Source: an optimization exercise on an open RTL-to-GDS flow (aim: small area and a short achievable clock period). Production flows keep margins and buffers that such runs may drop.
In this exercise RTL edits were held to simulation tests only and were not proved equivalent to the original.
Power figures rest on the tool's default switching activity, not on a simulated workload.

==> flow/design.v <==
package fft_pkg;
  localparam int BIT_WIDTH = 24;
  localparam int N_PTS = 16;
  localparam int SIZE_W = 4;
  localparam int BANKS = 2;
  typedef struct packed {
    logic signed [BIT_WIDTH-1:0] re;
    logic signed [BIT_WIDTH-1:0] im;
  } sample_t;
  typedef enum logic [1:0] {IDLE, FETCH, SEND} rd_state_e;
endpackage
module pingpong_ram #(
  parameter int W = 2 * fft_pkg::BIT_WIDTH,
  parameter int AW = $clog2(fft_pkg::BANKS) + fft_pkg::SIZE_W
) (
  input  logic            clk,
  input  logic            we,
  input  logic [AW-1:0]   waddr,
  input  logic [W-1:0]    wdata,
  input  logic            re,
  input  logic [2**AW-1:0] rsel,
  output logic [W-1:0]    rdata
);
  localparam int R = 2 ** AW;
  logic [W-1:0] mem [R];
  logic [R-1:0] wsel;
  logic [W-1:0] rmux, rdata_q;
  always_comb begin
    for (int r = 0; r < R; r++) wsel[r] = we && waddr == AW'(r);
    rmux = '0;
    for (int r = 0; r < R; r++) rmux = rmux | (rsel[r] ? mem[r] : '0);
  end
  always_ff @(posedge clk)
    for (int r = 0; r < R; r++) if (wsel[r]) mem[r] <= wdata;
  always_ff @(posedge clk)
    if (re) rdata_q <= rmux;
  assign rdata = rdata_q;
endmodule
module fft_output_reorder #(
  parameter int bit_width = fft_pkg::BIT_WIDTH,
  parameter int N = fft_pkg::N_PTS,
  parameter int SIZE = fft_pkg::SIZE_W
) (
  input  logic                        clk,
  input  logic                        rst_n,
  input  logic                        valid_i,
  input  logic signed [bit_width-1:0] Re_i,
  input  logic signed [bit_width-1:0] Im_i,
  input  logic [SIZE-1:0]             wr_ptr_i,
  output logic signed [bit_width-1:0] Re_o,
  output logic signed [bit_width-1:0] Im_o,
  output logic [SIZE-1:0]             idx_o,
  output logic                        valid_o,
  input  logic                        ready_i,
  output logic                        last_o,
  output logic                        frame_done_o,
  output logic                        overflow_o
);
  logic [1:0] full_q, full_d;
  logic wr_bank_q, wr_bank_d, overflow_q, overflow_d;
  logic [SIZE-1:0] wr_cnt_q, wr_cnt_d;
  logic fetch_q, fetch_d, valid_q, valid_d, last_q, last_d, done_q, done_d;
  logic rd_bank_q, rd_bank_d;
  logic [SIZE-1:0] rd_idx_q, rd_idx_d;
  logic cnt15_q, wfull_q, same_q, ofull_q, anyfull_q;
  logic [2*N-1:0] rsel_q;
  logic valid_oq, last_oq;
  logic [SIZE-1:0] idx_oq;
  logic wr_ok, acc, last_acc, fill, idle, rd_en, rd_adv;
  logic [2*bit_width-1:0] rdata;
  always_comb begin
    acc = valid_q && ready_i;
    last_acc = last_q && ready_i;
    idle = !fetch_q && !valid_q;
    wr_ok = valid_i && (!wfull_q || (last_acc && same_q));
    fill = wr_ok && cnt15_q;
    full_d = full_q;
    if (last_acc) full_d[rd_bank_q] = 1'b0;
    if (fill) full_d[wr_bank_q] = 1'b1;
    wr_cnt_d = wr_ok ? wr_cnt_q + 1'b1 : wr_cnt_q;
    wr_bank_d = wr_bank_q ^ fill;
    overflow_d = overflow_q | (valid_i && !wr_ok);
    done_d = last_acc;
    fetch_d = (idle && (anyfull_q || fill)) ||
              (last_acc && (ofull_q || (fill && !same_q)));
    valid_d = fetch_q || (valid_q && !last_acc);
    rd_bank_d = rd_bank_q ^ last_acc;
    rd_idx_d = acc ? rd_idx_q + 1'b1 : rd_idx_q;
    last_d = acc ? rd_idx_q == SIZE'(N - 2) : last_q;
    rd_en = fetch_q || ready_i;
    rd_adv = fetch_q || (acc && !last_q);
  end
  always_ff @(posedge clk or negedge rst_n)
    if (!rst_n) begin
      full_q <= '0;
      wr_bank_q <= 1'b0;
      wr_cnt_q <= '0;
      overflow_q <= 1'b0;
      fetch_q <= 1'b0;
      valid_q <= 1'b0;
      last_q <= 1'b0;
      rd_bank_q <= 1'b0;
      rd_idx_q <= '0;
      done_q <= 1'b0;
      cnt15_q <= 1'b0;
      wfull_q <= 1'b0;
      same_q <= 1'b1;
      ofull_q <= 1'b0;
      anyfull_q <= 1'b0;
      valid_oq <= 1'b0;
      last_oq <= 1'b0;
      idx_oq <= '0;
    end else begin
      full_q <= full_d;
      wr_bank_q <= wr_bank_d;
      wr_cnt_q <= wr_cnt_d;
      overflow_q <= overflow_d;
      fetch_q <= fetch_d;
      valid_q <= valid_d;
      last_q <= last_d;
      rd_bank_q <= rd_bank_d;
      rd_idx_q <= rd_idx_d;
      done_q <= done_d;
      cnt15_q <= wr_cnt_d == SIZE'(N - 1);
      wfull_q <= full_d[wr_bank_d];
      same_q <= rd_bank_d == wr_bank_d;
      ofull_q <= full_d[!rd_bank_d];
      anyfull_q <= |full_d;
      if (fetch_q) valid_oq <= 1'b1;
      else if (last_acc) valid_oq <= 1'b0;
      if (acc && rd_idx_q == SIZE'(N - 2)) last_oq <= 1'b1;
      else if (last_acc) last_oq <= 1'b0;
      if (acc) idx_oq <= idx_oq + 1'b1;
    end
  always_ff @(posedge clk or negedge rst_n)
    if (!rst_n) rsel_q <= (2*N)'(1);
    else if (rd_adv) rsel_q <= {rsel_q[2*N-2:0], rsel_q[2*N-1]};
  pingpong_ram #(.W(2 * bit_width), .AW(SIZE + 1)) u_ram (
    .clk     (clk),
    .we      (wr_ok),
    .waddr   ({wr_bank_q, wr_ptr_i}),
    .wdata   ({Re_i, Im_i}),
    .re      (rd_en),
    .rsel    (rsel_q),
    .rdata   (rdata)
  );
  assign Re_o = rdata[2*bit_width-1:bit_width];
  assign Im_o = rdata[bit_width-1:0];
  assign idx_o = idx_oq;
  assign valid_o = valid_oq;
  assign last_o = last_oq;
  assign frame_done_o = done_q;
  assign overflow_o = overflow_q;
endmodule
clock: 3.5 ns
lec_check: 0
cap_margin: 20
core_margin: 2
core_utilization: 45
cts_cluster_diameter: 60
cts_cluster_size: 20
setup_slack_margin: 1.2
slew_margin: 20
run.sh (not shown) runs the stock make flow with config.mk's settings and CLKGATE_MAP_FILE= SYNTH_SCRIPT=/design/flow/synth_recipe.tcl, a recipe that flattens the netlist after the stock synthesis.
The baseline finished but fails on negative hold slack.
Change:
--- a/flow/design.v
+++ b/flow/design.v
@@ -14,26 +14,30 @@
   parameter int AW = $clog2(fft_pkg::BANKS) + fft_pkg::SIZE_W
 ) (
   input  logic            clk,
   input  logic            we,
   input  logic [AW-1:0]   waddr,
+  input  logic            wbank_n,
   input  logic [W-1:0]    wdata,
   input  logic            re,
   input  logic [2**AW-1:0] rsel,
   output logic [W-1:0]    rdata
 );
   localparam int R = 2 ** AW;
   logic [W-1:0] mem [R];
-  logic [R-1:0] wsel;
+  logic [R-1:0] wsel, wkeep;
   logic [W-1:0] rmux, rdata_q;
   always_comb begin
-    for (int r = 0; r < R; r++) wsel[r] = we && waddr == AW'(r);
+    for (int r = 0; r < R; r++) begin
+      wsel[r] = we && waddr == AW'(r);
+      wkeep[r] = !(we && waddr[AW-2:0] == (AW-1)'(r) && wbank_n != r[AW-1]);
+    end
     rmux = '0;
     for (int r = 0; r < R; r++) rmux = rmux | (rsel[r] ? mem[r] : '0);
   end
   always_ff @(posedge clk)
-    for (int r = 0; r < R; r++) if (wsel[r]) mem[r] <= wdata;
+    for (int r = 0; r < R; r++) mem[r] <= ({W{wsel[r]}} & wdata) | ({W{wkeep[r]}} & mem[r]);
   always_ff @(posedge clk)
     if (re) rdata_q <= rmux;
   assign rdata = rdata_q;
 endmodule
 module fft_output_reorder #(
@@ -55,11 +59,11 @@
   output logic                        last_o,
   output logic                        frame_done_o,
   output logic                        overflow_o
 );
   logic [1:0] full_q, full_d;
-  logic wr_bank_q, wr_bank_d, overflow_q, overflow_d;
+  logic wr_bank_q, wr_bank_d, wr_bank_n_q, overflow_q, overflow_d;
   logic [SIZE-1:0] wr_cnt_q, wr_cnt_d;
   logic fetch_q, fetch_d, valid_q, valid_d, last_q, last_d, done_q, done_d;
   logic rd_bank_q, rd_bank_d;
   logic [SIZE-1:0] rd_idx_q, rd_idx_d;
   logic cnt15_q, wfull_q, same_q, ofull_q, anyfull_q;
@@ -92,10 +96,11 @@
   end
   always_ff @(posedge clk or negedge rst_n)
     if (!rst_n) begin
       full_q <= '0;
       wr_bank_q <= 1'b0;
+      wr_bank_n_q <= 1'b1;
       wr_cnt_q <= '0;
       overflow_q <= 1'b0;
       fetch_q <= 1'b0;
       valid_q <= 1'b0;
       last_q <= 1'b0;
@@ -111,10 +116,11 @@
       last_oq <= 1'b0;
       idx_oq <= '0;
     end else begin
       full_q <= full_d;
       wr_bank_q <= wr_bank_d;
+      wr_bank_n_q <= !wr_bank_d;
       wr_cnt_q <= wr_cnt_d;
       overflow_q <= overflow_d;
       fetch_q <= fetch_d;
       valid_q <= valid_d;
       last_q <= last_d;
@@ -137,10 +143,11 @@
     else if (rd_adv) rsel_q <= {rsel_q[2*N-2:0], rsel_q[2*N-1]};
   pingpong_ram #(.W(2 * bit_width), .AW(SIZE + 1)) u_ram (
     .clk     (clk),
     .we      (wr_ok),
     .waddr   ({wr_bank_q, wr_ptr_i}),
+    .wbank_n (wr_bank_n_q),
     .wdata   ({Re_i, Im_i}),
     .re      (rd_en),
     .rsel    (rsel_q),
     .rdata   (rdata)
   );
=> The changed run finished but failed the layout checks on negative hold slack. Total power grows by 43%. Area after synthesis shrinks by 0.61%. Final cell count grows by 30%. Worst setup slack loses 37 ps. Global-route usage grows by 11 points. Hold slack gains 22 ps. Non-clock buffer count shrinks by 18. First-iteration DRC count grows by 58%. Via count grows by 45%. Routed wire length grows by 33%.

-- afterwards: timing with drivers on the ports --
How much do the figures lean on ideal ports? The routed layouts below were timed once more, with nothing changed but the port constraints. Step 1 (the two cells are an assumption about what drives the block):
set clk [get_ports {clk}]
set_driving_cell -lib_cell sky130_fd_sc_hd__clkbuf_16 $clk
set_driving_cell -lib_cell sky130_fd_sc_hd__buf_2 [delete_from_list [all_inputs] $clk]
Step 2 adds t to the input delays and takes it off the output delays; t is the mean of the earliest and latest rising clock arrival at the registers after step 1. Input paths then give back, and output paths get back, about the clock's delay inside the block. Slacks: no drivers / after step 1 / after step 2; pairs: no drivers / after step 1.
| run | shift t [ns] | slack for setup (ns) | hold slack, ns | worst setup path after step 2 |
|---|---|---|---|---|
| the first run | 0.817 | 1.142 / 1.142 / 0.445 | -0.043 / -0.099 / 0.477 | input to register |
| the second run | 0.825 | 1.105 / 1.105 / 0.362 | -0.021 / -0.076 / 0.474 | input to register |
The setup slack of the second run, which loses most, moves by 0.000 ns with the drivers and by -0.743 ns with both steps.
